Background: an optimization exercise with open tools, aiming at small area and a short achievable clock period. Do not read the settings as production practice. Where RTL was checked, it was by simulation tests only, not by an equivalence proof against the original. The RTL of run 4 was laid out without a check of its function. Power is estimated from default activity; no workload was simulated.

**design/flow/design.v**
```verilog
module chan_reload_streamer #(
  parameter int FIFO_AW = 6,
  parameter int DATA_W  = 32
) (
  input  logic              user_clk,
  input  logic              user_rstn,
  input  logic [DATA_W-1:0] cfg_reload_data,
  input  logic              cfg_reload_update,
  input  logic              cfg_reload_last,
  input  logic              cfg_chan_reset,
  output logic [DATA_W-1:0] m_axis_reload_tdata,
  output logic              m_axis_reload_tvalid,
  output logic              m_axis_reload_tlast,
  input  logic              m_axis_reload_tready,
  output logic [7:0]        m_axis_config_tdata,
  output logic              m_axis_config_tvalid,
  input  logic              m_axis_config_tready,
  output logic              status_reload_overflow,
  output logic              status_reload_busy,
  output logic [15:0]       status_frames_done
);
  localparam int DEPTH = 1 << FIFO_AW;
  localparam int W     = DATA_W + 1;
  logic [W-1:0]       r_mem [DEPTH];
  logic [FIFO_AW-1:0] r_wp;
  logic [FIFO_AW-1:0] r_rp;           
  logic [FIFO_AW:0]   r_cnt;          
  logic [FIFO_AW:0]   r_pend;         
  logic               r_upd_q;
  logic               r_ovf;
  logic               r_busy;
  logic [15:0]        r_fd;
  logic               r_tv;
  logic               r_tl;
  logic [DATA_W-1:0]  r_td;
  logic             w_full;
  logic             w_push_req;
  logic             w_push;
  logic             w_hs;
  logic             w_hs_last;
  logic             w_hold;
  logic             w_adv;
  logic             w_pend_nz;
  logic             w_pend_ge2;
  logic [W-1:0]     w_rd;
  assign w_full     = r_cnt[FIFO_AW];
  assign w_push_req = cfg_reload_update & ~r_upd_q & ~cfg_chan_reset;
  assign w_push     = w_push_req & ~w_full;
  assign w_hs       = r_tv & m_axis_reload_tready;
  assign w_hs_last  = w_hs & r_tl;
  assign w_pend_nz  = (r_pend != '0);
  assign w_pend_ge2 = (r_pend[FIFO_AW:1] != '0);
  assign w_hold     = r_tv & ~m_axis_reload_tready;
  assign w_adv      = r_tv ? (~r_tl | w_pend_ge2) : w_pend_nz;
  always_comb begin
    w_rd = '0;
    for (int i = 0; i < DEPTH; i++)
      w_rd = w_rd | (r_mem[i] & {W{r_rp == FIFO_AW'(i)}});
  end
  always_ff @(posedge user_clk) begin
    if (w_push) r_mem[r_wp] <= {cfg_reload_last, cfg_reload_data};
  end
  always_ff @(posedge user_clk or negedge user_rstn) begin
    if (!user_rstn) begin
      r_wp    <= '0;
      r_rp    <= '0;
      r_cnt   <= '0;
      r_pend  <= '0;
      r_upd_q <= 1'b0;
      r_ovf   <= 1'b0;
      r_busy  <= 1'b0;
      r_fd    <= '0;
      r_tv    <= 1'b0;
      r_tl    <= 1'b0;
      r_td    <= '0;
    end else begin
      r_upd_q <= cfg_reload_update;
      if (w_hs_last) r_fd <= r_fd + 16'd1;
      if (cfg_chan_reset) begin
        r_wp   <= '0;
        r_rp   <= '0;
        r_cnt  <= '0;
        r_pend <= '0;
        r_ovf  <= 1'b0;
        r_busy <= 1'b0;
        r_tv   <= 1'b0;
        r_tl   <= 1'b0;
        r_td   <= '0;
      end else begin
        if (w_push_req && w_full) r_ovf <= 1'b1;
        if (w_push) r_wp <= r_wp + 1'b1;
        r_cnt  <= r_cnt + {{FIFO_AW{1'b0}}, w_push} - {{FIFO_AW{1'b0}}, w_hs};
        r_pend <= r_pend + {{FIFO_AW{1'b0}}, w_push & cfg_reload_last} - {{FIFO_AW{1'b0}}, w_hs_last};
        r_busy <= w_push | (r_cnt[FIFO_AW:1] != '0) | (r_cnt[0] & ~w_hs);
        if (!w_hold) begin
          r_tv <= w_adv;
          if (w_adv) begin
            r_rp <= r_rp + 1'b1;
            {r_tl, r_td} <= w_rd;
          end else begin
            {r_tl, r_td} <= '0;
          end
        end
      end
    end
  end
  assign m_axis_reload_tdata    = r_td;
  assign m_axis_reload_tvalid   = r_tv;
  assign m_axis_reload_tlast    = r_tl;
  assign m_axis_config_tdata    = 8'h00;
  assign m_axis_config_tvalid   = 1'b0;
  assign status_reload_overflow = r_ovf;
  assign status_reload_busy     = r_busy;
  assign status_frames_done     = r_fd;
  logic w_unused_cfg_tready;
  assign w_unused_cfg_tready = m_axis_config_tready;
endmodule
```
**design/flow/run.sh**
```bash
#!/bin/bash
# synth_recipe.tcl (not shown) runs the flow's synth.tcl, then flattens the netlist and writes it again
# the make line also repeats each setting of config.mk as NAME=value (left out here)
make -C /OpenROAD-flow-scripts/flow DESIGN_CONFIG=/design/flow/config.mk WORK_HOME=/design/flow/orfs CLKGATE_MAP_FILE= SYNTH_SCRIPT=/design/flow/synth_recipe.tcl finish
```
**design/flow/config.mk**
```make
export PLATFORM = sky130hd
export DESIGN_NAME = chan_reload_streamer
export DESIGN_NICKNAME = chan_reload_streamer
export VERILOG_FILES = /design/flow/design.v
export SDC_FILE = /design/flow/constraint.sdc
export NUM_CORES = 4
export LEC_CHECK = 0
export CAP_MARGIN = 20
export CORE_MARGIN = 2
export CORE_UTILIZATION = 45
export PLACE_DENSITY = 0.6
export SLEW_MARGIN = 20
```
**design/flow/constraint.sdc**
```tcl
create_clock -name core_clock -period 5.8 [get_ports {user_clk}]
set_input_delay 1.1600 -clock core_clock [delete_from_list [all_inputs] [get_ports {user_clk}]]
set_output_delay 1.1600 -clock core_clock [all_outputs]
set_load 0.01 [all_outputs]
```
==> flow_summary.html, run 1 <==
<table>
<tr><th>Metric</th><th>Value</th></tr>
<tr><th colspan="2">Place</th></tr>
<tr><td>Placed Instance Area</td><td>90400 µm²</td></tr>
<tr><td>Setup WS pre-CTS</td><td>0.849 ns</td></tr>
<tr><td>Placed wire-length estimate after detailed placement</td><td>182000 µm</td></tr>
<tr><td>Port Buf Inserts</td><td>89</td></tr>
<tr><td>Placed cell count</td><td>7755</td></tr>
<tr><td>Final RePlAce weighted congestion</td><td>0.897</td></tr>
<tr><th colspan="2">Timing</th></tr>
<tr><td>RSZ-0062 raised after global routing</td><td>no</td></tr>
<tr><td>Final clock skew</td><td>0.0605 ns</td></tr>
<tr><td>Fmax achieved</td><td>217 MHz</td></tr>
<tr><td>Final Critical Period</td><td>4.62 ns</td></tr>
<tr><td>Total negative setup slack</td><td>0 ns</td></tr>
<tr><td>Final number of hold-violating endpoints</td><td>0</td></tr>
<tr><td>Final clock period utilization by the worst path</td><td>79.6%</td></tr>
<tr><td>Final number of max-transition violations</td><td>0</td></tr>
<tr><td>Number of failing setup endpoints in the final timing report</td><td>0</td></tr>
<tr><td>Max_slew headroom</td><td>12.2%</td></tr>
<tr><td>Hold Worst Slack</td><td>0.269 ns</td></tr>
<tr><td>Setup slack after layout</td><td>1.18 ns</td></tr>
<tr><td>Actual slew at the worst max-slew pin</td><td>1.32 ns</td></tr>
<tr><th colspan="2">Setup path</th></tr>
<tr><td>Kind of end point of the critical path</td><td>flop</td></tr>
<tr><td>CP Cell Sequence</td><td>nand2b_1 &gt; nor2_2 &gt; buf_4 &gt; a2111oi_0 &gt; nand4_1 &gt; nor4_1 &gt; buf_4 &gt; o21ai_0</td></tr>
<tr><td>Worst endpoint data arrival time</td><td>5.35 ns</td></tr>
<tr><td>Cell family contributing the most delay on the critical path</td><td>simple AND/OR/NAND/NOR gates</td></tr>
<tr><td>Kind of critical path</td><td>reg -&gt; reg</td></tr>
<tr><td>Maximum fanout along the worst path</td><td>52</td></tr>
<tr><td>Critical path's slowest cell</td><td>dfrtp_4</td></tr>
<tr><td>Worst setup SP type</td><td>flop</td></tr>
<tr><td>Flop2flop setup slack</td><td>1.18 ns</td></tr>
<tr><td>CP Data Required Time</td><td>6.54 ns</td></tr>
<tr><td>Maximum cell stage delay along the critical path</td><td>0.99 ns</td></tr>
<tr><td>Crit-path most repeated cell</td><td>buf_4</td></tr>
<tr><td>Buffers plus inverters on the worst setup path</td><td>2</td></tr>
<tr><th colspan="2">Layout</th></tr>
<tr><td>Number of nets in the layout</td><td>5548</td></tr>
<tr><td>Fill cells</td><td>15100</td></tr>
<tr><td>Sequential Area</td><td>65400 µm²</td></tr>
<tr><td>Final design area excluding fillers</td><td>97400 µm²</td></tr>
<tr><td>Layout-stage area growth over the synthesis result</td><td>14.7%</td></tr>
<tr><td>Post-layout instance count excluding filler cells</td><td>8169</td></tr>
<tr><td>Share of layout cells above drive strength 1</td><td>13.2%</td></tr>
<tr><td>Multi-input gate area</td><td>18400 µm²</td></tr>
<tr><td>Layout Utilization</td><td>51.9%</td></tr>
<tr><th colspan="2">Synthesis</th></tr>
<tr><td>Leading cell types by total area after synthesis</td><td>edfxtp_1 75%, and3_1 7.6%, a2111oi_0 3.0%</td></tr>
<tr><td>Part of the Yosys area used for sequential elements</td><td>77.0%</td></tr>
<tr><td>Most common cell in the synthesized netlist</td><td>edfxtp_1</td></tr>
<tr><td>Post-synth top cells</td><td>2112 x edfxtp_1, 1035 x and3_1, 390 x nand3_1</td></tr>
<tr><td>Post-Synthesis Cells</td><td>5316</td></tr>
<tr><td>Number of library cell types mapped by synthesis</td><td>69</td></tr>
<tr><td>Count of flip-flops with a built-in enable after synthesis</td><td>2112</td></tr>
<tr><td>Most frequently used flop master after synthesis</td><td>edfxtp_1</td></tr>
<tr><td>Netlist Area Pre-Place</td><td>84900 µm²</td></tr>
<tr><td>Total number of yosys warnings</td><td>1</td></tr>
<tr><td>Share of synthesized registers carrying an async set or reset</td><td>3.61%</td></tr>
<tr><td>Synthesized area per cell</td><td>16.0 µm²</td></tr>
<tr><td>Synth area leader</td><td>edfxtp_1</td></tr>
<tr><td>Synthesized flop and latch total</td><td>2191</td></tr>
<tr><td>Area fraction of the dominant cell type after synthesis</td><td>74.7%</td></tr>
<tr><th colspan="2">Die</th></tr>
<tr><td>Initial Utilization</td><td>45.3%</td></tr>
<tr><td>Standard-cell row count</td><td>159</td></tr>
<tr><td>Floorplan Core Area</td><td>188000 µm²</td></tr>
<tr><td>Number of top-level pins</td><td>100</td></tr>
<tr><td>X dimension of the die</td><td>438 µm</td></tr>
<tr><td>Vert. Die Dim</td><td>438 µm</td></tr>
<tr><td>Overall die area</td><td>192000 µm²</td></tr>
<tr><th colspan="2">Hold path</th></tr>
<tr><td>Type of the tightest min-delay check</td><td>in -&gt; async</td></tr>
<tr><th colspan="2">Power and ir drop</th></tr>
<tr><td>Peak supply drop</td><td>0.367 mV</td></tr>
<tr><td>Total power after layout</td><td>35.7 mW</td></tr>
<tr><td>Leak Pwr</td><td>35.1 nW</td></tr>
<tr><td>Power density cells</td><td>367 nW/µm²</td></tr>
<tr><th colspan="2">Routing</th></tr>
<tr><td>Initial DRT Pass Iterations</td><td>7</td></tr>
<tr><td>Final ANT Viol Nets</td><td>0</td></tr>
<tr><td>Number of remaining DRC errors</td><td>0</td></tr>
<tr><td>Post-detailed-routing wire length</td><td>330000 µm</td></tr>
<tr><td>Avg WL per Cell</td><td>40.4 µm</td></tr>
<tr><td>Routed via count</td><td>56900</td></tr>
<tr><td>Violation count after the first detailed-route iteration</td><td>10800</td></tr>
<tr><td>Vias per cell</td><td>6.96</td></tr>
<tr><th colspan="2">Clocking</th></tr>
<tr><td>Clk slew on worst S/H paths</td><td>0.06 ns</td></tr>
<tr><td>CTS Sinks</td><td>2191</td></tr>
<tr><td>Post CTS Setup Buffer Count</td><td>0</td></tr>
<tr><td>TritonCTS Buffers</td><td>217</td></tr>
<tr><td>Number of buffers inserted by hold repair at cts</td><td>0</td></tr>
<tr><td>Number of H-tree levels</td><td>4</td></tr>
<tr><td>Post-CTS resize count</td><td>0</td></tr>
<tr><td>Clk Latency, worst-skew pair</td><td>0.90 ns</td></tr>
<tr><td>Buffer levels on the longest clock path</td><td>3</td></tr>
<tr><td>CTS tree</td><td>done</td></tr>
<tr><td>Clock Root Buffer</td><td>clkbuf_16</td></tr>
<tr><th colspan="2">Flow run</th></tr>
<tr><td>Number of maximum-capacitance constraint violations</td><td>0</td></tr>
<tr><th colspan="2">Global routing</th></tr>
<tr><td>Grt met2 use</td><td>50.7%</td></tr>
<tr><td>Largest net degree at the start of global routing</td><td>104</td></tr>
<tr><td>Antenna violations before repair</td><td>43</td></tr>
<tr><td>Number of global-route vias before repair</td><td>52400</td></tr>
<tr><td>GR Util All Layers</td><td>33.8%</td></tr>
<tr><td>GRT overflow</td><td>0</td></tr>
<tr><td>Met1 Usage GRT</td><td>45.1%</td></tr>
<tr><td>Wire length of the first global-routing pass</td><td>445000 µm</td></tr>
<tr><td>Met3 routing resource usage after global routing</td><td>8.77%</td></tr>
<tr><td>Busiest grt layer</td><td>met2</td></tr>
<tr><th colspan="2">Status</th></tr>
<tr><td>Run status</td><td>finished clean</td></tr>
</table>
[final timing paths]
path	start	endpoint	cells past startpoint
setup / recovery	r_rp[3]$_DFFE_PN0P_	r_td[30]$_DFFE_PN0P_	8
hold / removal	user_rstn	r_td[24]$_DFFE_PN0P_	1
setup reg to reg	r_rp[3]$_DFFE_PN0P_	r_td[30]$_DFFE_PN0P_	8
hold reg to reg	r_fd[15]$_DFFE_PN0P_	r_fd[15]$_DFFE_PN0P_	1
max in group asynchronous	user_rstn	r_fd[5]$_DFFE_PN0P_	2
min in group core_clock	r_fd[15]$_DFFE_PN0P_	r_fd[15]$_DFFE_PN0P_	1
[placed cells by master (no fill, tap or decap), types with 14 or more instances in the layout]
| cell type | netlist | layout |
|---|---|---|
| nor2_1 | 140 | 48 |
| dfrtp_1 | 79 | 78 |
| nor2_2 | 2 | 25 |
| a2111oi_0 | 288 | 283 |
| inv_1 | 42 | 42 |
| xnor2_1 | 14 | 14 |
| xor2_1 | 16 | 16 |
| clkbuf_16 | 0 | 218 |
| clkbuf_1 | 318 | 55 |
| and3_1 | 1035 | 1035 |
| clkdlybuf4s50_1 | 0 | 55 |
| a2111o_1 | 38 | 38 |
| bufinv_16 | 0 | 14 |
| edfxtp_1 | 2112 | 2112 |
| clkinv_1 | 0 | 36 |
| a22oi_1 | 26 | 26 |
| nor4_1 | 39 | 32 |
| a221oi_1 | 84 | 84 |
| o2111ai_1 | 15 | 15 |
| o21ai_0 | 20 | 20 |
| or4_1 | 20 | 20 |
| o22ai_1 | 42 | 42 |
| nand3_1 | 390 | 390 |
| ha_1 | 28 | 25 |
| buf_12 | 0 | 54 |
| buf_4 | 16 | 232 |
| nor2_4 | 0 | 69 |
| nand2_1 | 66 | 66 |
| a221o_1 | 14 | 14 |
| a21oi_1 | 16 | 16 |
| o21ai_1 | 16 | 16 |
| nand4_1 | 163 | 163 |
| clkinv_2 | 0 | 46 |
| a32o_1 | 56 | 56 |
[area by class of cell]
| type | count | share of cell area (%) |
|---|---|---|
| Tap cell | 2495 | 3.20 |
| Clock buffer | 281 | 5.92 |
| Sequential cell | 2191 | 67.1 |
| Clock inverter | 121 | 1.18 |
| Antenna cell | 12 | 0.0308 |
| Inverter | 42 | 0.162 |
| Multi-Input combinational cell | 2674 | 18.8 |
| Timing Repair Buffer | 353 | 3.52 |
[flip-flops by register name, summed over array words and instances, names as in the netlist]
register and count:
r_fd 16, r_mem 2112, r_busy 1, r_cnt 7
r_rp 6, r_ovf 1, r_tv 1, r_tl 1
r_td 32, r_pend 7, r_wp 6, r_upd_q 1
[where the power goes]
group / total [mW] / internal, mW / leakage, nW / switching, mW
clock: 13.9 / 7.67 / 3.38 / 6.18
sequential: 17.7 / 17.5 / 20.0 / 0.162
combinational: 4.20 / 1.12 / 11.7 / 3.09
total: 35.7 / 26.3 / 35.1 / 9.44
[kinds of logic after synthesis]
logic type	count (synthesis)	synth area share, %
flops	2191	77.0
simple gates	1949	13.4
compound gates	650	6.51
buf+inv	459	2.26
fa+ha+maj	30	0.460
xor+xnor	30	0.309
mux	6	0.0722
other cells	1	0.00442
[per-layer routing]
metal	part of all wire, %	vias to the layer above
li1	-	22000
met1	36	29000
met2	44	4855
met3	14	947
met4	6.4	22
met5	0.064	-
Testbench counts, summed over its fixed seeds: drain cycles 8,517.
==> run 2, diff against run 1 <==
--- a/design/flow/design.v
+++ b/design/flow/design.v
@@ -43,6 +43,12 @@
   logic             w_pend_nz;
   logic             w_pend_ge2;
   logic [W-1:0]     w_rd;
+  logic [DEPTH-1:0] r_rsel;
+  always_ff @(posedge user_clk or negedge user_rstn) begin
+    if (!user_rstn) r_rsel <= DEPTH'(1);
+    else if (cfg_chan_reset) r_rsel <= DEPTH'(1);
+    else if (!w_hold && w_adv) r_rsel <= {r_rsel[DEPTH-2:0], r_rsel[DEPTH-1]};
+  end
   assign w_full     = r_cnt[FIFO_AW];
   assign w_push_req = cfg_reload_update & ~r_upd_q & ~cfg_chan_reset;
   assign w_push     = w_push_req & ~w_full;
@@ -55,7 +61,7 @@
   always_comb begin
     w_rd = '0;
     for (int i = 0; i < DEPTH; i++)
-      w_rd = w_rd | (r_mem[i] & {W{r_rp == FIFO_AW'(i)}});
+      w_rd = w_rd | (r_mem[i] & {W{r_rsel[i]}});
   end
   always_ff @(posedge user_clk) begin
     if (w_push) r_mem[r_wp] <= {cfg_reload_last, cfg_reload_data};
==> run 2 against run 1 <==
Net effect: clock power is essentially flat; setup slack gained 0.54 ns; combinational power shrank 49%; largest power group unchanged.
==> flow_summary.html, run 2 <==
<table>
<tr><th>Metric</th><th>Value</th></tr>
<tr><th colspan="2">Timing</th></tr>
<tr><td>Final Critical Period</td><td>4.08 ns (-0.539 ns)</td></tr>
<tr><td>Final clock skew</td><td>0.0312 ns (-0.0293 ns)</td></tr>
<tr><td>Final number of hold-violating endpoints</td><td>0 (unchanged)</td></tr>
<tr><td>RSZ-0062 raised after global routing</td><td>no</td></tr>
<tr><td>Actual slew at the worst max-slew pin</td><td>1.26 ns (-0.0512 ns)</td></tr>
<tr><td>Setup slack after layout</td><td>1.72 ns (+0.539 ns)</td></tr>
<tr><td>Hold Worst Slack</td><td>0.354 ns (+0.0854 ns)</td></tr>
<tr><td>Number of failing setup endpoints in the final timing report</td><td>0 (unchanged)</td></tr>
<tr><td>Final number of max-transition violations</td><td>0 (unchanged)</td></tr>
<tr><td>Fmax achieved</td><td>245 MHz (+13%)</td></tr>
<tr><td>Final clock period utilization by the worst path</td><td>70.3% (-9.3 points)</td></tr>
<tr><td>Max_slew headroom</td><td>15.7% (+3.5 points)</td></tr>
<tr><td>Total negative setup slack</td><td>0 ns (unchanged)</td></tr>
<tr><th colspan="2">Setup path</th></tr>
<tr><td>Kind of critical path</td><td>in -&gt; reg</td></tr>
<tr><td>Critical path's slowest cell</td><td>nand3_1</td></tr>
<tr><td>Capture point of the worst reg-to-reg path</td><td>r_mem[6][28]$_DFFE_PP_</td></tr>
<tr><td>Buffers plus inverters on the worst setup path</td><td>4 (+2)</td></tr>
<tr><td>R2R cell count</td><td>8 (unchanged)</td></tr>
<tr><td>Crit-path most repeated cell</td><td>buf_4</td></tr>
<tr><td>Beginning of the worst register-to-register path</td><td>r_upd_q$_DFF_PN0_</td></tr>
<tr><td>Cell family contributing the most delay on the critical path</td><td>simple AND/OR/NAND/NOR gates</td></tr>
<tr><td>Number of cells on the critical path</td><td>9 (+1)</td></tr>
<tr><td>Last element of the critical path</td><td>r_mem[6][28]$_DFFE_PP_</td></tr>
<tr><td>Worst endpoint data arrival time</td><td>4.56 ns (-0.79 ns)</td></tr>
<tr><td>Maximum fanout along the worst path</td><td>25 (-52%)</td></tr>
<tr><td>Flop2flop setup slack</td><td>2.09 ns (+0.91 ns)</td></tr>
<tr><td>CP Cell Sequence</td><td>clkdlybuf4s50_1 &gt; nor3b_2 &gt; buf_4 &gt; and2_1 &gt; inv_1 &gt; nor2_1 &gt; nand3_1 &gt; nor2_4 &gt; buf_4</td></tr>
<tr><td>CP Data Required Time</td><td>6.28 ns (-0.26 ns)</td></tr>
<tr><td>Kind of end point of the critical path</td><td>flop</td></tr>
<tr><td>Crit path launch</td><td>cfg_reload_update</td></tr>
<tr><td>Worst setup SP type</td><td>input pin</td></tr>
<tr><td>Maximum cell stage delay along the critical path</td><td>0.74 ns (-0.25 ns)</td></tr>
<tr><th colspan="2">Layout</th></tr>
<tr><td>Multi-input gate area</td><td>13600 µm² (-26%)</td></tr>
<tr><td>Layout Utilization</td><td>51.5% (-0.46 points)</td></tr>
<tr><td>Share of layout cells above drive strength 1</td><td>14.8% (+1.6 points)</td></tr>
<tr><td>Sequential Area</td><td>66900 µm² (+2.3%)</td></tr>
<tr><td>Number of nets in the layout</td><td>4544 (-18%)</td></tr>
<tr><td>Registers with the most flip-flops</td><td>r_mem x2112, r_rsel x64, r_td x32</td></tr>
<tr><td>Number of flip-flops in the largest register</td><td>2112 (unchanged)</td></tr>
<tr><td>Register with the most flip-flops</td><td>r_mem</td></tr>
<tr><td>Top library cells by usage in the layout, fill and taps aside</td><td>2112 x edfxtp_1, 561 x a22o_1, 515 x a221oi_1</td></tr>
<tr><td>Commonest non-fill, non-tap cell in the layout</td><td>edfxtp_1</td></tr>
<tr><td>Post-layout instance count excluding filler cells</td><td>7050 (-14%)</td></tr>
<tr><td>Fill cells</td><td>14300 (-5.4%)</td></tr>
<tr><td>Final design area excluding fillers</td><td>93200 µm² (-4.3%)</td></tr>
<tr><td>Layout-stage area growth over the synthesis result</td><td>13.5%</td></tr>
<tr><th colspan="2">Synthesis</th></tr>
<tr><td>Most frequently used flop master after synthesis</td><td>edfxtp_1</td></tr>
<tr><td>Synthesized flop and latch total</td><td>2249 (+2.6%)</td></tr>
<tr><td>Area fraction of the dominant cell type after synthesis</td><td>77.2% (+2.5 points)</td></tr>
<tr><td>Most common cell in the synthesized netlist</td><td>edfxtp_1</td></tr>
<tr><td>Share of synthesized registers carrying an async set or reset</td><td>6.09% (+2.5 points)</td></tr>
<tr><td>Synthesized area per cell</td><td>19.2 µm² (+20%)</td></tr>
<tr><td>Netlist Area Pre-Place</td><td>82100 µm² (-3.3%)</td></tr>
<tr><td>Synth area leader</td><td>edfxtp_1</td></tr>
<tr><td>Post-synth top cells</td><td>2112 x edfxtp_1, 561 x a22o_1, 515 x a221oi_1</td></tr>
<tr><td>Total number of yosys warnings</td><td>1 (unchanged)</td></tr>
<tr><td>Number of library cell types mapped by synthesis</td><td>49 (-29%)</td></tr>
<tr><td>Post-Synthesis Cells</td><td>4271 (-20%)</td></tr>
<tr><td>Part of the Yosys area used for sequential elements</td><td>81.4% (+4.4 points)</td></tr>
<tr><td>Count of flip-flops with a built-in enable after synthesis</td><td>2112 (unchanged)</td></tr>
<tr><td>Leading cell types by total area after synthesis</td><td>edfxtp_1 77%, a22o_1 6.0%, a221oi_1 5.5%</td></tr>
<tr><th colspan="2">Clocking</th></tr>
<tr><td>Post CTS Setup Buffer Count</td><td>0 (unchanged)</td></tr>
<tr><td>Number of H-tree levels</td><td>4 (unchanged)</td></tr>
<tr><td>Clock Root Buffer</td><td>clkbuf_16</td></tr>
<tr><td>Clk Latency, worst-skew pair</td><td>0.88 ns (-0.02 ns)</td></tr>
<tr><td>Buffer levels on the longest clock path</td><td>3 (unchanged)</td></tr>
<tr><td>CTS Sinks</td><td>2249 (+2.6%)</td></tr>
<tr><td>Clk slew on worst S/H paths</td><td>0.06 ns (about the same)</td></tr>
<tr><td>Number of buffers inserted by hold repair at cts</td><td>0 (unchanged)</td></tr>
<tr><td>CTS tree</td><td>done</td></tr>
<tr><td>Post-CTS resize count</td><td>0 (unchanged)</td></tr>
<tr><td>TritonCTS Buffers</td><td>215 (-0.92%)</td></tr>
<tr><th colspan="2">Global routing</th></tr>
<tr><td>GR Util All Layers</td><td>34.9% (+1.1 points)</td></tr>
<tr><td>Number of global-route vias before repair</td><td>47100 (-10%)</td></tr>
<tr><td>Largest net degree at the start of global routing</td><td>82 (-21%)</td></tr>
<tr><td>Antenna violations before repair</td><td>16 (-63%)</td></tr>
<tr><td>GRT overflow</td><td>0 (unchanged)</td></tr>
<tr><td>Wire length of the first global-routing pass</td><td>431000 µm (-3.1%)</td></tr>
<tr><th colspan="2">Place</th></tr>
<tr><td>Port Buf Inserts</td><td>89 (unchanged)</td></tr>
<tr><td>Placed wire-length estimate after detailed placement</td><td>173000 µm (-5.2%)</td></tr>
<tr><td>Setup WS pre-CTS</td><td>1.03 ns (+0.180 ns)</td></tr>
<tr><td>Final RePlAce weighted congestion</td><td>0.868 (-3.2%)</td></tr>
<tr><td>Placed Instance Area</td><td>86100 µm² (-4.8%)</td></tr>
<tr><td>Placed cell count</td><td>6630 (-15%)</td></tr>
<tr><th colspan="2">Power and ir drop</th></tr>
<tr><td>Switching part of the total</td><td>22.9% (-3.5 points)</td></tr>
<tr><td>Portion of total power attributed to the clock network</td><td>41.1% (+2.3 points)</td></tr>
<tr><td>Total power after layout</td><td>34.3 mW (-4.0%)</td></tr>
<tr><td>Share of total power in combinational logic</td><td>6.2% (-5.6 points)</td></tr>
<tr><td>Share of total power in sequential cells</td><td>52.7% (+3.2 points)</td></tr>
<tr><td>Internal portion of total power</td><td>26.5 mW (+0.65%)</td></tr>
<tr><td>Leak Pwr</td><td>29.6 nW (-16%)</td></tr>
<tr><td>Psw</td><td>7.85 mW (-17%)</td></tr>
<tr><td>Power density cells</td><td>368 nW/µm² (+0.36%)</td></tr>
<tr><td>Peak supply drop</td><td>0.321 mV (-12%)</td></tr>
<tr><th colspan="2">Routing</th></tr>
<tr><td>Routed via count</td><td>51500 (-9.4%)</td></tr>
<tr><td>Post-detailed-routing wire length</td><td>330000 µm (-0.12%)</td></tr>
<tr><td>Avg WL per Cell</td><td>46.8 µm (+16%)</td></tr>
<tr><td>Vias per cell</td><td>7.31 (+5.0%)</td></tr>
<tr><td>Initial DRT Pass Iterations</td><td>8 (+1)</td></tr>
<tr><td>Number of remaining DRC errors</td><td>0 (unchanged)</td></tr>
<tr><td>Violation count after the first detailed-route iteration</td><td>10400 (-4.1%)</td></tr>
<tr><td>Final ANT Viol Nets</td><td>0 (unchanged)</td></tr>
<tr><th colspan="2">Die</th></tr>
<tr><td>Number of top-level pins</td><td>100 (unchanged)</td></tr>
<tr><td>Floorplan Core Area</td><td>181000 µm² (-3.4%)</td></tr>
<tr><td>X dimension of the die</td><td>431 µm (-1.6%)</td></tr>
<tr><td>Overall die area</td><td>186000 µm² (-3.3%)</td></tr>
<tr><td>Vert. Die Dim</td><td>431 µm (-1.6%)</td></tr>
<tr><td>Initial Utilization</td><td>45.3% (+0.077 points)</td></tr>
<tr><td>Standard-cell row count</td><td>156 (-1.9%)</td></tr>
<tr><th colspan="2">Flow run</th></tr>
<tr><td>Number of maximum-capacitance constraint violations</td><td>0 (unchanged)</td></tr>
<tr><th colspan="2">Status</th></tr>
<tr><td>Run status</td><td>finished clean</td></tr>
<tr><th colspan="2">Hold path</th></tr>
<tr><td>Type of the tightest min-delay check</td><td>in -&gt; async</td></tr>
</table>
[run 2: changes by cell type after synthesis, moves of 57 or more]
cell,change
a2111oi_0,-287
nand3_1,-380
nand2_1,+86
clkbuf_1,-242
a221oi_1,+431
nor2_1,-58
dfrtp_1,+57
buf_6,+106
a22o_1,+552
and3_1,-1031
[run 2: final cells by class]
class                           count  area share [%]
Sequential cell                  2249            71.8
Multi-Input combinational cell   1701            14.5
Clock buffer                      289            6.24
Tap cell                         2370            3.18
Timing Repair Buffer              287            2.84
Clock inverter                    116            1.26
Inverter                           25           0.101
Antenna cell                       13          0.0349
[run 2: worst min-delay path by stage]
stage | start | to | slack [ns] | cells past startpoint
floorplan | r_fd[15]$_DFFE_PN0P_ | r_fd[15]$_DFFE_PN0P_ | 0.51 | 1
global placement | r_fd[15]$_DFFE_PN0P_ | r_fd[15]$_DFFE_PN0P_ | 0.46 | 1
detailed placement | r_fd[15]$_DFFE_PN0P_ | r_fd[15]$_DFFE_PN0P_ | 0.47 | 1
CTS | user_rstn | r_fd[13]$_DFFE_PN0P_ | 0.36 | 1
global route | user_rstn | r_fd[10]$_DFFE_PN0P_ | 0.41 | 1
finish | user_rstn | r_fd[13]$_DFFE_PN0P_ | 0.35 | 1
[run 2: cells by family (layout without fill, tap and decap cells)]
group,Yosys count,in the layout,share of synthesized area (%)
DFF,2249,2249,81.4
AOI/OAI and AO/OA,1176,1176,12.3
and+or+nand+nor,464,464,2.87
buffers and inverters,329,717,2.75
adders and majority gates,26,26,0.414
xor gates and xnor gates,23,23,0.245
muxes,3,3,0.0381
other,1,22,0.00457
[run 2: layer usage]
metal | wire length (µm) | part of all wire (%) | global-route usage, %
met5 | 46 | 0.014 | 0.130
met4 | 21500 | 6.5 | 19.0
met1 | 113000 | 34 | 46.4
met2 | 143000 | 43 | 51.1
met3 | 52000 | 16 | 11.0
[run 2: power groups by stage]
stage / logic, mW / registers [mW] / clock network (mW)
floorplan: 0.990 / 18.4 / 0
global placement: 2.07 / 18.4 / 0
detailed placement: 2.08 / 18.4 / 0
CTS: 2.09 / 18.1 / 14.1
global route: 2.25 / 18.1 / 14.7
finish: 2.13 / 18.1 / 14.1
Testbench counts of run 2, summed over its fixed seeds: drain cycles 8,517.
==> run 3, diff against run 2 <==
--- a/design/flow/config.mk
+++ b/design/flow/config.mk
@@ -9,4 +9,5 @@
 export CORE_MARGIN = 2
 export CORE_UTILIZATION = 45
 export PLACE_DENSITY = 0.6
+export SETUP_SLACK_MARGIN = 3.2
 export SLEW_MARGIN = 20
==> run 3 against run 2 <==
Net effect: synthesized cell count did not move; final area grew 4.6%; highest routed layer unchanged; worst hold slack gained 0.052 ns; combinational power grew 22%; clock-buffer cell count shrank 11; critical path depth increased by 4; wire length increased by 5.1%; critical endpoint is now r_pend[6]$_DFF_PN0_; largest power group unchanged; maximum frequency grew 51%; sequential power about the same; area after synthesis is the same.
==> flow_summary.html, run 3 <==
<table>
<tr><th>Metric</th><th>Value</th></tr>
<tr><th colspan="2">Setup path</th></tr>
<tr><td>Worst setup SP type</td><td>input pin</td></tr>
<tr><td>CP Data Required Time</td><td>6.62 ns (+0.34 ns)</td></tr>
<tr><td>Kind of end point of the critical path</td><td>flop</td></tr>
<tr><td>Flop2flop setup slack</td><td>3.11 ns (+1.02 ns)</td></tr>
<tr><td>Beginning of the worst register-to-register path</td><td>r_upd_q$_DFF_PN0_</td></tr>
<tr><td>Kind of critical path</td><td>in -&gt; reg</td></tr>
<tr><td>Worst endpoint data arrival time</td><td>3.52 ns (-1.04 ns)</td></tr>
<tr><td>Maximum fanout along the worst path</td><td>35 (+40%)</td></tr>
<tr><td>Crit path launch</td><td>cfg_chan_reset</td></tr>
<tr><th colspan="2">Synthesis</th></tr>
<tr><td>Combinational family with the most area after synthesis</td><td>compound AO/OA/AOI/OAI gates</td></tr>
<tr><td>Synth area leader</td><td>edfxtp_1</td></tr>
<tr><td>Synthesized flop and latch total</td><td>2249 (unchanged)</td></tr>
<tr><td>Post-Synthesis Cells</td><td>4271 (unchanged)</td></tr>
<tr><td>Synth Area in XOR/XNOR</td><td>0.245% (unchanged)</td></tr>
<tr><td>Synthesized area per cell</td><td>19.2 µm² (unchanged)</td></tr>
<tr><td>Multiplexer share of the synthesized area</td><td>0.0381% (unchanged)</td></tr>
<tr><td>Area fraction of the dominant cell type after synthesis</td><td>77.2% (unchanged)</td></tr>
<tr><td>Synth Area in Simple Gates</td><td>2.87% (unchanged)</td></tr>
<tr><td>Total number of yosys warnings</td><td>1 (unchanged)</td></tr>
<tr><td>Share of the synthesized area in compound gates (AO/OA/AOI/OAI)</td><td>12.3% (unchanged)</td></tr>
<tr><td>Number of library cell types mapped by synthesis</td><td>49 (unchanged)</td></tr>
<tr><td>Leading cell types by total area after synthesis</td><td>edfxtp_1 77%, a22o_1 6.0%, a221oi_1 5.5%</td></tr>
<tr><td>Most common cell in the synthesized netlist</td><td>edfxtp_1</td></tr>
<tr><td>Count of flip-flops with a built-in enable after synthesis</td><td>2112 (unchanged)</td></tr>
<tr><td>Netlist Area Pre-Place</td><td>82100 µm² (unchanged)</td></tr>
<tr><td>Part of the Yosys area used for sequential elements</td><td>81.4% (unchanged)</td></tr>
<tr><td>Fraction of the mapped netlist area in adder cells</td><td>0.414% (unchanged)</td></tr>
<tr><td>Most frequently used flop master after synthesis</td><td>edfxtp_1</td></tr>
<tr><td>Post-synth top cells</td><td>2112 x edfxtp_1, 561 x a22o_1, 515 x a221oi_1</td></tr>
<tr><td>Share of synthesized registers carrying an async set or reset</td><td>6.09% (unchanged)</td></tr>
<tr><th colspan="2">Timing</th></tr>
<tr><td>Final clock period utilization by the worst path</td><td>46.5% (-24 points)</td></tr>
<tr><td>RSZ-0062 raised after global routing</td><td>yes</td></tr>
<tr><td>Setup slack after layout</td><td>3.10 ns (+1.38 ns)</td></tr>
<tr><td>Max_slew headroom</td><td>25.9% (+10 points)</td></tr>
<tr><td>Final number of hold-violating endpoints</td><td>0 (unchanged)</td></tr>
<tr><td>Actual slew at the worst max-slew pin</td><td>1.11 ns (-0.153 ns)</td></tr>
<tr><td>Fmax achieved</td><td>371 MHz (+51%)</td></tr>
<tr><td>Final Critical Period</td><td>2.70 ns (-1.38 ns)</td></tr>
<tr><td>Total negative setup slack</td><td>0 ns (unchanged)</td></tr>
<tr><td>Final number of max-transition violations</td><td>0 (unchanged)</td></tr>
<tr><td>Final clock skew</td><td>0.0526 ns (+0.0214 ns)</td></tr>
<tr><td>Number of failing setup endpoints in the final timing report</td><td>0 (unchanged)</td></tr>
<tr><th colspan="2">Clocking</th></tr>
<tr><td>Clk Latency, worst-skew pair</td><td>0.88 ns (about the same)</td></tr>
<tr><td>CTS Sinks</td><td>2249 (unchanged)</td></tr>
<tr><td>Number of H-tree levels</td><td>4 (unchanged)</td></tr>
<tr><td>CTS tree</td><td>done</td></tr>
<tr><td>TritonCTS Buffers</td><td>218 (+1.4%)</td></tr>
<tr><td>Clk slew on worst S/H paths</td><td>0.06 ns (about the same)</td></tr>
<tr><td>Clock Root Buffer</td><td>clkbuf_16</td></tr>
<tr><td>Buffer levels on the longest clock path</td><td>3 (unchanged)</td></tr>
<tr><th colspan="2">Power and ir drop</th></tr>
<tr><td>Share of total power in combinational logic</td><td>7.5% (+1.3 points)</td></tr>
<tr><td>Internal portion of total power</td><td>26.5 mW (+0.12%)</td></tr>
<tr><td>Leak Pwr</td><td>31.8 nW (+7.5%)</td></tr>
<tr><td>Power density cells</td><td>356 nW/µm² (-3.3%)</td></tr>
<tr><td>Psw</td><td>8.21 mW (+4.7%)</td></tr>
<tr><td>Peak supply drop</td><td>0.282 mV (-12%)</td></tr>
<tr><td>Portion of total power attributed to the clock network</td><td>40.5% (-0.6 points)</td></tr>
<tr><td>Share of total power in sequential cells</td><td>52.0% (-0.7 points)</td></tr>
<tr><td>Switching part of the total</td><td>23.7% (+0.80 points)</td></tr>
<tr><th colspan="2">Global routing</th></tr>
<tr><td>GR Util All Layers</td><td>36.2% (+1.4 points)</td></tr>
<tr><td>GRT overflow</td><td>0 (unchanged)</td></tr>
<tr><td>Number of global-route vias before repair</td><td>48400 (+2.7%)</td></tr>
<tr><td>Largest net degree at the start of global routing</td><td>72 (-12%)</td></tr>
<tr><td>Antenna violations before repair</td><td>29 (+13)</td></tr>
<tr><td>Wire length of the first global-routing pass</td><td>446000 µm (+3.6%)</td></tr>
<tr><th colspan="2">Layout</th></tr>
<tr><td>Top library cells by usage in the layout, fill and taps aside</td><td>2112 x edfxtp_1, 560 x a22o_1, 428 x a221oi_1</td></tr>
<tr><td>Share of layout cells above drive strength 1</td><td>24.0% (+9.2 points)</td></tr>
<tr><td>Commonest non-fill, non-tap cell in the layout</td><td>edfxtp_1</td></tr>
<tr><td>Number of nets in the layout</td><td>4828 (+6.3%)</td></tr>
<tr><td>Number of flip-flops in the largest register</td><td>2112 (unchanged)</td></tr>
<tr><td>Layout-stage area growth over the synthesis result</td><td>18.7%</td></tr>
<tr><td>Registers with the most flip-flops</td><td>r_mem x2112, r_rsel x64, r_td x32</td></tr>
<tr><td>Fill cells</td><td>13900 (-2.8%)</td></tr>
<tr><td>Register with the most flip-flops</td><td>r_mem</td></tr>
<tr><th colspan="2">Die</th></tr>
<tr><td>Vert. Die Dim</td><td>431 µm (unchanged)</td></tr>
<tr><td>Overall die area</td><td>186000 µm² (unchanged)</td></tr>
<tr><td>Initial Utilization</td><td>45.3% (unchanged)</td></tr>
<tr><td>Number of top-level pins</td><td>100 (unchanged)</td></tr>
<tr><td>Standard-cell row count</td><td>156 (unchanged)</td></tr>
<tr><td>X dimension of the die</td><td>431 µm (unchanged)</td></tr>
<tr><td>Floorplan Core Area</td><td>181000 µm² (unchanged)</td></tr>
<tr><th colspan="2">Place</th></tr>
<tr><td>Final RePlAce weighted congestion</td><td>0.897 (+3.4%)</td></tr>
<tr><td>Placed wire-length estimate after detailed placement</td><td>183000 µm (+5.6%)</td></tr>
<tr><td>Setup WS pre-CTS</td><td>1.07 ns (+0.0390 ns)</td></tr>
<tr><td>Port Buf Inserts</td><td>89 (unchanged)</td></tr>
<tr><th colspan="2">Routing</th></tr>
<tr><td>Number of remaining DRC errors</td><td>0 (unchanged)</td></tr>
<tr><td>Post-detailed-routing wire length</td><td>347000 µm (+5.1%)</td></tr>
<tr><td>Violation count after the first detailed-route iteration</td><td>11800 (+14%)</td></tr>
<tr><td>Vias per cell</td><td>7.30 (about the same)</td></tr>
<tr><td>Final ANT Viol Nets</td><td>0 (unchanged)</td></tr>
<tr><td>Avg WL per Cell</td><td>47.3 µm (+0.98%)</td></tr>
<tr><td>Initial DRT Pass Iterations</td><td>7 (-1)</td></tr>
<tr><td>Routed via count</td><td>53600 (+4.0%)</td></tr>
<tr><th colspan="2">Flow run</th></tr>
<tr><td>Number of maximum-capacitance constraint violations</td><td>0 (unchanged)</td></tr>
<tr><th colspan="2">Hold path</th></tr>
<tr><td>Type of the tightest min-delay check</td><td>in -&gt; async</td></tr>
<tr><th colspan="2">Status</th></tr>
<tr><td>Run status</td><td>finished clean</td></tr>
</table>
run 3: cell types whose count changed in the layout (fill, tap and decap cells not counted), sizes merged, moves of 4 or more:
cell and change:
clkdlybuf4s50 -52, diode +4, bufinv -5, clkinvlp +7
clkinv +15, buf +323
run 3: final cells by class:
| type | count | area [µm²] | area share (%) |
|---|---|---|---|
| multi-input combinational | 1702 | 14500 | 14.9 |
| sequential | 2249 | 67100 | 68.8 |
| clock inverter | 132 | 1200 | 1.23 |
| inverter | 25 | 100 | 0.103 |
| timing repair buffer | 567 | 5800 | 5.95 |
| tap | 2370 | 2970 | 3.04 |
| antenna | 17 | 42.5 | 0.0436 |
| clock buffer | 278 | 5800 | 5.95 |
run 3: layer usage:
layer,global-route usage [%],wire (µm)
met1,48.4,115000
met5,0,129
met3,11.9,59800
met4,19.8,24200
met2,52.6,147000
run 3: critical path, cell delays in order:
cell and delay, ns:
buf_4 0.37, clkinvlp_4 0.21, and2_4 0.19, nand2_4 0.06, ha_4 0.19, inv_2 0.06
ha_4 0.12, fa_2 0.19, nor2b_4 0.15, o21a_1 0.15, o21bai_2 0.10, a2111oi_2 0.40
nand3b_1 0.15
run 3: worst paths after layout:
check | to | cells past startpoint
worst max register to register | r_pend[6]$_DFF_PN0_ | 12
worst max-delay path | r_pend[6]$_DFF_PN0_ | 13
min in group core_clock | r_upd_q$_DFF_PN0_ | 1
max in group asynchronous | r_rsel[18]$_DFFE_PN0P_ | 2
worst min register to register | r_td[29]$_DFFE_PN0P_ | 1
worst min-delay path | r_rsel[39]$_DFFE_PN0P_ | 1
run 3: power by group through the flow:
| stage | Clock, mW | Combinational (mW) | Sequential (mW) |
|---|---|---|---|
| 3_3_place_gp | 0 | 2.11 | 18.4 |
| 4_1_cts | 14.0 | 2.40 | 18.0 |
| 6_report | 14.1 | 2.59 | 18.1 |
| 3_5_place_dp | 0 | 2.12 | 18.4 |
| 2_1_floorplan | 0 | 1.02 | 18.4 |
| 5_1_grt | 14.7 | 2.69 | 18.1 |
run 3: metrics by stage:
stage                     hold WS, ns  cell area (µm²)  util, %  cells  power [mW]
after floorplan                 0.507            82700        -   4279        19.4
after global placement          0.467            86300     47.6   6660        20.6
after detailed placement        0.469            86300     47.6   6660        20.6
after CTS                       0.398            96300     53.2   7288        34.5
after global routing            0.430            97500     53.8   7330        35.4
final                           0.407            97500     53.8   7340        34.7
run 3: cell families after synthesis:
group / after synthesis
and+or+nand+nor: 464
AOI/OAI and AO/OA: 1176
DFF: 2249
muxes: 3
xor gates and xnor gates: 23
adders and majority gates: 26
buffers and inverters: 329
other: 1
run 3: repair_timing:
item                                    in CTS  in global routing
gates resized for setup                    501                139
pin swaps                                   47                 35
endpoints found under the setup margin    2207                620
gates cloned                                 1                  8
buffers inserted                           217                 25
hold buffers                                 0                  0
==> run 4, diff against run 3 <==
--- a/design/flow/design.v
+++ b/design/flow/design.v
@@ -22,8 +22,10 @@
   localparam int DEPTH = 1 << FIFO_AW;
   localparam int W     = DATA_W + 1;
   logic [W-1:0]       r_mem [DEPTH];
+  logic [W-1:0]       r_sd;           
+  logic               r_sv;           
   logic [FIFO_AW-1:0] r_wp;
-  logic [FIFO_AW-1:0] r_rp;           
+  logic [DEPTH-1:0]   r_rsel;         
   logic [FIFO_AW:0]   r_cnt;          
   logic [FIFO_AW:0]   r_pend;         
   logic               r_upd_q;
@@ -43,12 +45,6 @@
   logic             w_pend_nz;
   logic             w_pend_ge2;
   logic [W-1:0]     w_rd;
-  logic [DEPTH-1:0] r_rsel;
-  always_ff @(posedge user_clk or negedge user_rstn) begin
-    if (!user_rstn) r_rsel <= DEPTH'(1);
-    else if (cfg_chan_reset) r_rsel <= DEPTH'(1);
-    else if (!w_hold && w_adv) r_rsel <= {r_rsel[DEPTH-2:0], r_rsel[DEPTH-1]};
-  end
   assign w_full     = r_cnt[FIFO_AW];
   assign w_push_req = cfg_reload_update & ~r_upd_q & ~cfg_chan_reset;
   assign w_push     = w_push_req & ~w_full;
@@ -64,12 +60,14 @@
       w_rd = w_rd | (r_mem[i] & {W{r_rsel[i]}});
   end
   always_ff @(posedge user_clk) begin
-    if (w_push) r_mem[r_wp] <= {cfg_reload_last, cfg_reload_data};
+    r_sd <= {cfg_reload_last, cfg_reload_data};
+    if (r_sv) r_mem[r_wp - 1'b1] <= r_sd;
   end
   always_ff @(posedge user_clk or negedge user_rstn) begin
     if (!user_rstn) begin
+      r_sv    <= 1'b0;
       r_wp    <= '0;
-      r_rp    <= '0;
+      r_rsel  <= DEPTH'(1);
       r_cnt   <= '0;
       r_pend  <= '0;
       r_upd_q <= 1'b0;
@@ -81,10 +79,11 @@
       r_td    <= '0;
     end else begin
       r_upd_q <= cfg_reload_update;
+      r_sv    <= w_push;
       if (w_hs_last) r_fd <= r_fd + 16'd1;
       if (cfg_chan_reset) begin
         r_wp   <= '0;
-        r_rp   <= '0;
+        r_rsel <= DEPTH'(1);
         r_cnt  <= '0;
         r_pend <= '0;
         r_ovf  <= 1'b0;
@@ -96,12 +95,12 @@
         if (w_push_req && w_full) r_ovf <= 1'b1;
         if (w_push) r_wp <= r_wp + 1'b1;
         r_cnt  <= r_cnt + {{FIFO_AW{1'b0}}, w_push} - {{FIFO_AW{1'b0}}, w_hs};
-        r_pend <= r_pend + {{FIFO_AW{1'b0}}, w_push & cfg_reload_last} - {{FIFO_AW{1'b0}}, w_hs_last};
+        r_pend <= r_pend + {{FIFO_AW{1'b0}}, r_sv & r_sd[DATA_W]} - {{FIFO_AW{1'b0}}, w_hs_last};
         r_busy <= w_push | (r_cnt[FIFO_AW:1] != '0) | (r_cnt[0] & ~w_hs);
         if (!w_hold) begin
           r_tv <= w_adv;
           if (w_adv) begin
-            r_rp <= r_rp + 1'b1;
+            r_rsel <= {r_rsel[DEPTH-2:0], r_rsel[DEPTH-1]};
             {r_tl, r_td} <= w_rd;
           end else begin
             {r_tl, r_td} <= '0;
==> run 4 against run 3 <==
Net effect: total power rose by 1.7%; die area rose by 0.96%; first-iteration DRC count rose by 21%; sequential share of layout area fell by 3.8 points; critical path type is now reg -> reg; critical endpoint is now r_mem[14][14]$_DFFE_PP_.
==> flow_summary.html, run 4 <==
<table>
<tr><th>Metric</th><th>Value</th></tr>
<tr><th colspan="2">Timing</th></tr>
<tr><td>Final number of max-transition violations</td><td>0 (unchanged)</td></tr>
<tr><td>RSZ-0062 raised after global routing</td><td>yes</td></tr>
<tr><td>Final clock skew</td><td>0.0777 ns (+0.0251 ns)</td></tr>
<tr><td>Actual slew at the worst max-slew pin</td><td>1.23 ns (+0.117 ns)</td></tr>
<tr><td>Total negative setup slack</td><td>0 ns (unchanged)</td></tr>
<tr><td>Final clock period utilization by the worst path</td><td>52.8% (+6.3 points)</td></tr>
<tr><td>Final Critical Period</td><td>3.06 ns (+0.365 ns)</td></tr>
<tr><td>Max_slew headroom</td><td>18.1% (-7.8 points)</td></tr>
<tr><td>Number of failing setup endpoints in the final timing report</td><td>0 (unchanged)</td></tr>
<tr><td>Final number of hold-violating endpoints</td><td>0 (unchanged)</td></tr>
<tr><td>Fmax achieved</td><td>326 MHz (-12%)</td></tr>
<tr><th colspan="2">Routing</th></tr>
<tr><td>Number of remaining DRC errors</td><td>0 (unchanged)</td></tr>
<tr><td>Avg WL per Cell</td><td>49.9 µm (+5.6%)</td></tr>
<tr><td>Violation count after the first detailed-route iteration</td><td>14300 (+21%)</td></tr>
<tr><td>Initial DRT Pass Iterations</td><td>14 (+7)</td></tr>
<tr><td>Vias per cell</td><td>7.46 (+2.1%)</td></tr>
<tr><td>Routed via count</td><td>58000 (+8.2%)</td></tr>
<tr><td>Final ANT Viol Nets</td><td>0 (unchanged)</td></tr>
<tr><td>Post-detailed-routing wire length</td><td>388000 µm (+12%)</td></tr>
<tr><th colspan="2">Synthesis</th></tr>
<tr><td>Most common cell in the synthesized netlist</td><td>edfxtp_1</td></tr>
<tr><td>Post-Synthesis Cells</td><td>4325 (+1.3%)</td></tr>
<tr><td>Netlist Area Pre-Place</td><td>82900 µm² (+0.97%)</td></tr>
<tr><td>Most frequently used flop master after synthesis</td><td>edfxtp_1</td></tr>
<tr><td>Total number of yosys warnings</td><td>1 (unchanged)</td></tr>
<tr><td>Synthesized flop and latch total</td><td>2283 (+1.5%)</td></tr>
<tr><td>Post-synth top cells</td><td>2112 x edfxtp_1, 561 x a22o_1, 520 x a221oi_1</td></tr>
<tr><td>Part of the Yosys area used for sequential elements</td><td>81.4% (about the same)</td></tr>
<tr><td>Area fraction of the dominant cell type after synthesis</td><td>76.5% (-0.74 points)</td></tr>
<tr><td>Synthesized area per cell</td><td>19.2 µm² (-0.29%)</td></tr>
<tr><td>Share of synthesized registers carrying an async set or reset</td><td>6.04% (-0.047 points)</td></tr>
<tr><td>Count of flip-flops with a built-in enable after synthesis</td><td>2112 (unchanged)</td></tr>
<tr><td>Number of library cell types mapped by synthesis</td><td>53 (+8.2%)</td></tr>
<tr><td>Synth area leader</td><td>edfxtp_1</td></tr>
<tr><td>Leading cell types by total area after synthesis</td><td>edfxtp_1 76%, a22o_1 5.9%, a221oi_1 5.5%</td></tr>
<tr><th colspan="2">Setup path</th></tr>
<tr><td>Flop2flop setup slack</td><td>2.74 ns (-0.37 ns)</td></tr>
<tr><td>Maximum cell stage delay along the critical path</td><td>0.43 ns (+0.03 ns)</td></tr>
<tr><td>Maximum fanout along the worst path</td><td>8 (-77%)</td></tr>
<tr><td>Kind of end point of the critical path</td><td>flop</td></tr>
<tr><td>Worst setup SP type</td><td>flop</td></tr>
<tr><td>Kind of critical path</td><td>reg -&gt; reg</td></tr>
<tr><td>Cell family contributing the most delay on the critical path</td><td>simple AND/OR/NAND/NOR gates</td></tr>
<tr><td>Critical path's slowest cell</td><td>dfrtp_1</td></tr>
<tr><td>CP Data Required Time</td><td>6.36 ns (-0.26 ns)</td></tr>
<tr><td>Buffers plus inverters on the worst setup path</td><td>4 (+1)</td></tr>
<tr><td>Beginning of the worst register-to-register path</td><td>r_wp[1]$_DFFE_PN0P_</td></tr>
<tr><td>Capture point of the worst reg-to-reg path</td><td>r_mem[14][14]$_DFFE_PP_</td></tr>
<tr><td>Worst endpoint data arrival time</td><td>3.62 ns (+0.10 ns)</td></tr>
<tr><td>CP Cell Sequence</td><td>or3_4 &gt; or3_4 &gt; buf_4 &gt; mux2_4 &gt; o22a_4 &gt; nor2_4 &gt; buf_6 &gt; buf_16 &gt; buf_12</td></tr>
<tr><td>Crit-path most repeated cell</td><td>or3_4</td></tr>
<tr><td>R2R cell count</td><td>9 (-3)</td></tr>
<tr><th colspan="2">Clocking</th></tr>
<tr><td>Clock Root Buffer</td><td>clkbuf_16</td></tr>
<tr><td>Clk slew on worst S/H paths</td><td>0.08 ns (+0.02 ns)</td></tr>
<tr><td>Number of buffers inserted by hold repair at cts</td><td>0 (unchanged)</td></tr>
<tr><td>TritonCTS Buffers</td><td>222 (+1.8%)</td></tr>
<tr><td>Buffer levels on the longest clock path</td><td>3 (unchanged)</td></tr>
<tr><td>CTS Sinks</td><td>2283 (+1.5%)</td></tr>
<tr><td>Clk Latency, worst-skew pair</td><td>0.92 ns (+0.04 ns)</td></tr>
<tr><td>CTS tree</td><td>done</td></tr>
<tr><td>Number of H-tree levels</td><td>4 (unchanged)</td></tr>
<tr><th colspan="2">Die</th></tr>
<tr><td>Standard-cell row count</td><td>157 (+0.64%)</td></tr>
<tr><td>Initial Utilization</td><td>45.3% (-0.048 points)</td></tr>
<tr><td>X dimension of the die</td><td>433 µm (+0.48%)</td></tr>
<tr><td>Floorplan Core Area</td><td>183000 µm² (+1.1%)</td></tr>
<tr><td>Overall die area</td><td>188000 µm² (+0.96%)</td></tr>
<tr><td>Number of top-level pins</td><td>100 (unchanged)</td></tr>
<tr><td>Vert. Die Dim</td><td>433 µm (+0.48%)</td></tr>
<tr><th colspan="2">Power and ir drop</th></tr>
<tr><td>Power density cells</td><td>338 nW/µm² (-5.0%)</td></tr>
<tr><td>Leak Pwr</td><td>34.5 nW (+8.3%)</td></tr>
<tr><td>Peak supply drop</td><td>0.435 mV (+54%)</td></tr>
<tr><th colspan="2">Layout</th></tr>
<tr><td>Layout-stage area growth over the synthesis result</td><td>25.9%</td></tr>
<tr><td>Commonest non-fill, non-tap cell in the layout</td><td>edfxtp_1</td></tr>
<tr><td>Number of flip-flops in the largest register</td><td>2112 (unchanged)</td></tr>
<tr><td>Number of nets in the layout</td><td>5149 (+6.6%)</td></tr>
<tr><td>Fill cells</td><td>13300 (-4.7%)</td></tr>
<tr><td>Register with the most flip-flops</td><td>r_mem</td></tr>
<tr><td>Share of layout cells above drive strength 1</td><td>26.7% (+2.6 points)</td></tr>
<tr><td>Top library cells by usage in the layout, fill and taps aside</td><td>2112 x edfxtp_1, 561 x a22o_1, 461 x a221oi_1</td></tr>
<tr><td>Registers with the most flip-flops</td><td>r_mem x2112, r_rsel x64, r_sd x33</td></tr>
<tr><td>Final design area excluding fillers</td><td>104000 µm² (+7.1%)</td></tr>
<tr><td>Layout Utilization</td><td>57.0% (+3.2 points)</td></tr>
<tr><th colspan="2">Global routing</th></tr>
<tr><td>GR Util All Layers</td><td>37.9% (+1.7 points)</td></tr>
<tr><td>Wire length of the first global-routing pass</td><td>466000 µm (+4.4%)</td></tr>
<tr><td>Number of global-route vias before repair</td><td>49600 (+2.5%)</td></tr>
<tr><td>GRT overflow</td><td>0 (unchanged)</td></tr>
<tr><td>Largest net degree at the start of global routing</td><td>74 (+2.8%)</td></tr>
<tr><td>Antenna violations before repair</td><td>30 (+3.4%)</td></tr>
<tr><th colspan="2">Place</th></tr>
<tr><td>Final RePlAce weighted congestion</td><td>0.871 (-2.9%)</td></tr>
<tr><td>Placed Instance Area</td><td>87600 µm² (+1.5%)</td></tr>
<tr><td>Placed wire-length estimate after detailed placement</td><td>177000 µm (-3.1%)</td></tr>
<tr><td>Port Buf Inserts</td><td>89 (unchanged)</td></tr>
<tr><th colspan="2">Hold path</th></tr>
<tr><td>Type of the tightest min-delay check</td><td>in -&gt; async</td></tr>
<tr><th colspan="2">Flow run</th></tr>
<tr><td>Number of maximum-capacitance constraint violations</td><td>0 (unchanged)</td></tr>
<tr><th colspan="2">Status</th></tr>
<tr><td>Run status</td><td>finished clean</td></tr>
</table>
==> run 4: power breakdown <==
part | internal (mW) | leakage, nW | switching, mW
clock network | 7.78 | 3.39 | 6.38
logic | 0.987 | 10.1 | 1.67
registers | 18.2 | 21.0 | 0.324
total | 26.9 | 34.5 | 8.38
==> run 4: repair_timing <==
action | 4_1_cts | 5_1_grt
gates resized for setup | 642 | 289
endpoints found under the hold margin | 0 | 0
pin swaps | 84 | 75
setup buffers | 317 | 110
cloned | 44 | 72
endpoints found under the setup margin | 2189 | 1943
==> run 4: cell families (layout without fill, tap and decap cells) <==
kind of cell | Yosys count | in the layout | synth area share (%)
adder cells (fa/ha/maj) | 27 | 27 | 0.425
XOR/XNOR | 25 | 25 | 0.264
multiplexers | 4 | 4 | 0.0528
flip-flops | 2283 | 2283 | 81.4
other | 1 | 53 | 0.00452
AND/OR/NAND/NOR | 461 | 461 | 2.81
buffers and inverters | 334 | 1272 | 2.76
AO/OA/AOI/OAI | 1190 | 1190 | 12.2
==> run 4: area by class of cell <==
cell class / count / area (µm²) / share of cell area (%)
multi-input cells: 1716 / 14500 / 13.9
repair buffers: 829 / 11800 / 11.3
flip-flops and latches: 2283 / 67800 / 65.0
clock inverters: 105 / 886 / 0.848
clock buffers: 307 / 6070 / 5.81
diodes: 44 / 110 / 0.105
well taps: 2464 / 3080 / 2.95
inverters: 31 / 123 / 0.117
==> run 4: stage by stage <==
stage               hold slack [ns]  cells  power (mW)  setup slack, ns
finish                        0.330   7779        35.3             2.74
global route                  0.376   7737        35.9             2.82
CTS                           0.356   7553        34.9             2.98
detailed placement            0.466   6780        21.0             2.06
global placement              0.462   6773        21.0             2.05
floorplan                     0.504   4333        19.9             2.66
==> run 4: routing by layer <==
metal | share of wire [%] | GRT usage [%] | routed length [µm]
met5 | 0.28 | 0.234 | 1090
met4 | 9.7 | 24.5 | 37600
met3 | 19 | 15.4 | 72700
met2 | 40 | 53.8 | 156000
met1 | 31 | 48.1 | 120000
==> run 4: worst max path at each step <==
stage | from | slack (ns) | end | cells after the start
final | r_wp[1]$_DFFE_PN0P_ | 2.74 | r_mem[14][14]$_DFFE_PP_ | 9
after floorplan | r_wp[0]$_DFFE_PN0P_ | 2.66 | r_mem[4][0]$_DFFE_PP_ | 7
after detailed placement | r_wp[0]$_DFFE_PN0P_ | 2.06 | r_mem[48][31]$_DFFE_PP_ | 6
after global routing | r_wp[1]$_DFFE_PN0P_ | 2.82 | r_mem[14][11]$_DFFE_PP_ | 9
after CTS | r_wp[1]$_DFFE_PN0P_ | 2.98 | r_mem[44][16]$_DFFE_PP_ | 10
after global placement | r_wp[0]$_DFFE_PN0P_ | 2.05 | r_mem[31][20]$_DFFE_PP_ | 6
==> run 4: worst register-to-register path, delay by kind of cell (launching register included) <==
family	cells	cell delay, ns
and+or+nand+nor	3	1.02
buffers and inverters	4	0.65
DFF	1	0.43
AOI/OAI and AO/OA	1	0.33
muxes	1	0.27
==> run 5, diff against run 4 <==
--- a/design/flow/design.v
+++ b/design/flow/design.v
@@ -45,6 +45,8 @@
   logic             w_pend_nz;
   logic             w_pend_ge2;
   logic [W-1:0]     w_rd;
+  logic [FIFO_AW:0] w_cnt_nxt;
+  logic [FIFO_AW:0] w_pend_nxt;
   assign w_full     = r_cnt[FIFO_AW];
   assign w_push_req = cfg_reload_update & ~r_upd_q & ~cfg_chan_reset;
   assign w_push     = w_push_req & ~w_full;
@@ -55,13 +57,26 @@
   assign w_hold     = r_tv & ~m_axis_reload_tready;
   assign w_adv      = r_tv ? (~r_tl | w_pend_ge2) : w_pend_nz;
   always_comb begin
+    case ({w_push, w_hs})
+      2'b10:   w_cnt_nxt = r_cnt + 1'b1;
+      2'b01:   w_cnt_nxt = r_cnt - 1'b1;
+      default: w_cnt_nxt = r_cnt;
+    endcase
+    case ({r_sv & r_sd[DATA_W], w_hs_last})
+      2'b10:   w_pend_nxt = r_pend + 1'b1;
+      2'b01:   w_pend_nxt = r_pend - 1'b1;
+      default: w_pend_nxt = r_pend;
+    endcase
+  end
+  always_comb begin
     w_rd = '0;
     for (int i = 0; i < DEPTH; i++)
       w_rd = w_rd | (r_mem[i] & {W{r_rsel[i]}});
   end
   always_ff @(posedge user_clk) begin
     r_sd <= {cfg_reload_last, cfg_reload_data};
-    if (r_sv) r_mem[r_wp - 1'b1] <= r_sd;
+    for (int i = 0; i < DEPTH; i++)
+      if (r_sv && r_wp == FIFO_AW'(i + 1)) r_mem[i] <= r_sd;
   end
   always_ff @(posedge user_clk or negedge user_rstn) begin
     if (!user_rstn) begin
@@ -94,8 +109,8 @@
       end else begin
         if (w_push_req && w_full) r_ovf <= 1'b1;
         if (w_push) r_wp <= r_wp + 1'b1;
-        r_cnt  <= r_cnt + {{FIFO_AW{1'b0}}, w_push} - {{FIFO_AW{1'b0}}, w_hs};
-        r_pend <= r_pend + {{FIFO_AW{1'b0}}, r_sv & r_sd[DATA_W]} - {{FIFO_AW{1'b0}}, w_hs_last};
+        r_cnt  <= w_cnt_nxt;
+        r_pend <= w_pend_nxt;
         r_busy <= w_push | (r_cnt[FIFO_AW:1] != '0) | (r_cnt[0] & ~w_hs);
         if (!w_hold) begin
           r_tv <= w_adv;
--- a/design/flow/config.mk
+++ b/design/flow/config.mk
@@ -8,6 +8,8 @@
 export CAP_MARGIN = 20
 export CORE_MARGIN = 2
 export CORE_UTILIZATION = 45
+export CTS_CLUSTER_DIAMETER = 60
+export CTS_CLUSTER_SIZE = 30
 export PLACE_DENSITY = 0.6
 export SETUP_SLACK_MARGIN = 3.2
 export SLEW_MARGIN = 20
==> run 5 against run 4 <==
Net effect: utilization decreased by 4.7 points; non-clock buffer count shrank 276; via count down 8.7%; global-route usage fell by 1.9 points; combinational power fell by 76%; largest power group unchanged.
==> flow_summary.html, run 5 <==
<table>
<tr><th>Metric</th><th>Value</th></tr>
<tr><th colspan="2">Status</th></tr>
<tr><td>Run status</td><td>finished clean</td></tr>
<tr><th colspan="2">Synthesis</th></tr>
<tr><td>Netlist Area Pre-Place</td><td>82700 µm² (-0.28%)</td></tr>
<tr><td>Synth area leader</td><td>edfxtp_1</td></tr>
<tr><td>Part of the Yosys area used for sequential elements</td><td>81.7% (+0.23 points)</td></tr>
<tr><td>Synthesized flop and latch total</td><td>2283 (unchanged)</td></tr>
<tr><th colspan="2">Timing</th></tr>
<tr><td>Fmax achieved</td><td>365 MHz (+12%)</td></tr>
<tr><td>Final clock skew</td><td>0.0660 ns (-0.0116 ns)</td></tr>
<tr><td>Final clock period utilization by the worst path</td><td>47.2% (-5.6 points)</td></tr>
<tr><th colspan="2">Power and ir drop</th></tr>
<tr><td>Switching part of the total</td><td>22.5% (-1.3 points)</td></tr>
<tr><td>Power density cells</td><td>320 nW/µm² (-5.3%)</td></tr>
<tr><td>Share of total power in combinational logic</td><td>2.1% (-5.4 points)</td></tr>
<tr><th colspan="2">Setup path</th></tr>
<tr><td>Kind of end point of the critical path</td><td>flop</td></tr>
<tr><td>Kind of critical path</td><td>reg -&gt; reg</td></tr>
<tr><th colspan="2">Die</th></tr>
<tr><td>Vert. Die Dim</td><td>433 µm (-0.14%)</td></tr>
<tr><td>Number of top-level pins</td><td>100 (unchanged)</td></tr>
<tr><th colspan="2">Hold path</th></tr>
<tr><td>Type of the tightest min-delay check</td><td>in -&gt; async</td></tr>
<tr><th colspan="2">Layout</th></tr>
<tr><td>Multi-input gate area</td><td>14100 µm² (-3.1%)</td></tr>
<tr><th colspan="2">Routing</th></tr>
<tr><td>Number of remaining DRC errors</td><td>0 (unchanged)</td></tr>
<tr><th colspan="2">Clocking</th></tr>
<tr><td>Clock Root Buffer</td><td>clkbuf_16</td></tr>
<tr><td>CTS tree</td><td>done</td></tr>
<tr><td>Clk slew on worst S/H paths</td><td>0.09 ns (about the same)</td></tr>
<tr><th colspan="2">Global routing</th></tr>
<tr><td>Antenna violations before repair</td><td>17 (-43%)</td></tr>
<tr><th colspan="2">Place</th></tr>
<tr><td>Placed wire-length estimate after detailed placement</td><td>175000 µm (-1.3%)</td></tr>
</table>
==> run 5: cell types whose count changed in the layout (fill, tap and decap cells not counted), sizes merged, moves of 7 or more <==
cell    delta
a211oi     +8
buf      -211
clkbuf   -212
clkinv    -49
diode     -33
ha        -10
inv       +17
nand2      +9
nand4      -7
nor2b      -7
==> run 5: cells by family after synthesis <==
logic type	Yosys count
and+or+nand+nor	468
xor gates and xnor gates	25
other	1
AOI/OAI and AO/OA	1199
DFF	2283
buffers and inverters	308
adders and majority gates	17
muxes	1
==> run 5: timing repair <==
item                                     CTS  global route
pin swaps                                 43            34
endpoints found under the setup margin  1386           386
resized for setup                        425            67
buffers inserted                         242            31
==> run 5: power groups by stage <==
stage                     Clock (mW)  Sequential [mW]  Combinational (mW)
after floorplan                    0             18.5               0.254
after global placement             0             18.6               0.545
after detailed placement           0             18.6               0.550
after CTS                       11.8             18.2               0.606
after global routing            12.3             18.3               0.670
final                           11.8             18.2               0.650
==> run 5: final timing paths <==
| path | startpoint | endpoint | slack, ns | cells after the start |
|---|---|---|---|---|
| max in group asynchronous | user_rstn | r_td[27]$_DFFE_PN0P_ | 4.31 | 2 |
| hold / removal | user_rstn | r_fd[15]$_DFFE_PN0P_ | 0.39 | 1 |
| setup / recovery | r_wp[2]$_DFFE_PN0P_ | r_mem[22][4]$_DFFE_PP_ | 3.06 | 4 |
| setup reg to reg | r_wp[2]$_DFFE_PN0P_ | r_mem[22][4]$_DFFE_PP_ | 3.06 | 4 |
| min in group core_clock | r_ovf$_DFFE_PN0P_ | r_ovf$_DFFE_PN0P_ | 0.50 | 2 |
| hold reg to reg | r_ovf$_DFFE_PN0P_ | r_ovf$_DFFE_PN0P_ | 0.50 | 2 |
==> run 5: metal layers <==
layer / global-route usage (%) / routed length, µm / vias up
li1: - / - / 19000
met4: 21.6 / 26300 / 4
met5: 0 / 24 / -
met1: 48.1 / 115000 / 27100
met3: 10.6 / 54800 / 1247
met2: 52.3 / 146000 / 5606
==> run 5: per-stage QoR <==
step | instance area [µm²] | hold WS (ns) | setup WS [ns] | power, mW
2_1_floorplan | 82900 | 0.473 | 2.71 | 18.8
6_report | 95700 | 0.389 | 3.06 | 30.7
4_1_cts | 94900 | 0.397 | 3.16 | 30.6
5_1_grt | 95700 | 0.429 | 3.08 | 31.2
3_3_place_gp | 86600 | 0.463 | 1.95 | 19.2
3_5_place_dp | 86800 | 0.470 | 1.95 | 19.2
==> run 5: final cells by class <==
type	count	share of cell area [%]
tap	2464	3.22
clock buffer	159	3.97
inverter	3	0.0118
sequential	2283	70.9
multi-input combinational	1719	14.7
antenna	11	0.0288
clock inverter	99	1.48
timing repair buffer	553	5.70
==> run 5: critical path: stages, from the launching register on <==
cell     delay [ns]
dfrtp_1        0.64
nor2b_1        0.33
nand2_1        0.31
nor2_4         0.17
buf_4          0.84
Testbench counts of run 5, summed over its fixed seeds: drain cycles 8,517.

port drivers added, routing unchanged:
No port has a modelled driver above. Below, the same layouts with a new extraction and two added sets of constraints.
Step 1, drivers: a clkbuf_16 drives user_clk and a buf_2 each remaining input, both assumed.
Step 2 also shifts input and output timing later by t, the mid clock arrival at the registers, as if the neighbouring blocks saw the same clock.
Three values: ideal, step 1, step 2; two values: the first two.
run	t (ns)	slack for setup (ns)
run 1	0.961	1.184 / 1.184 / 0.701
run 2	0.956	1.723 / 1.785 / 0.828
run 3	0.953	3.102 / 3.087 / 2.219
run 4	0.984	2.737 / 2.737 / 2.334
run 5	0.941	3.060 / 3.060 / 2.636
After both steps every run listed still meets setup and hold.
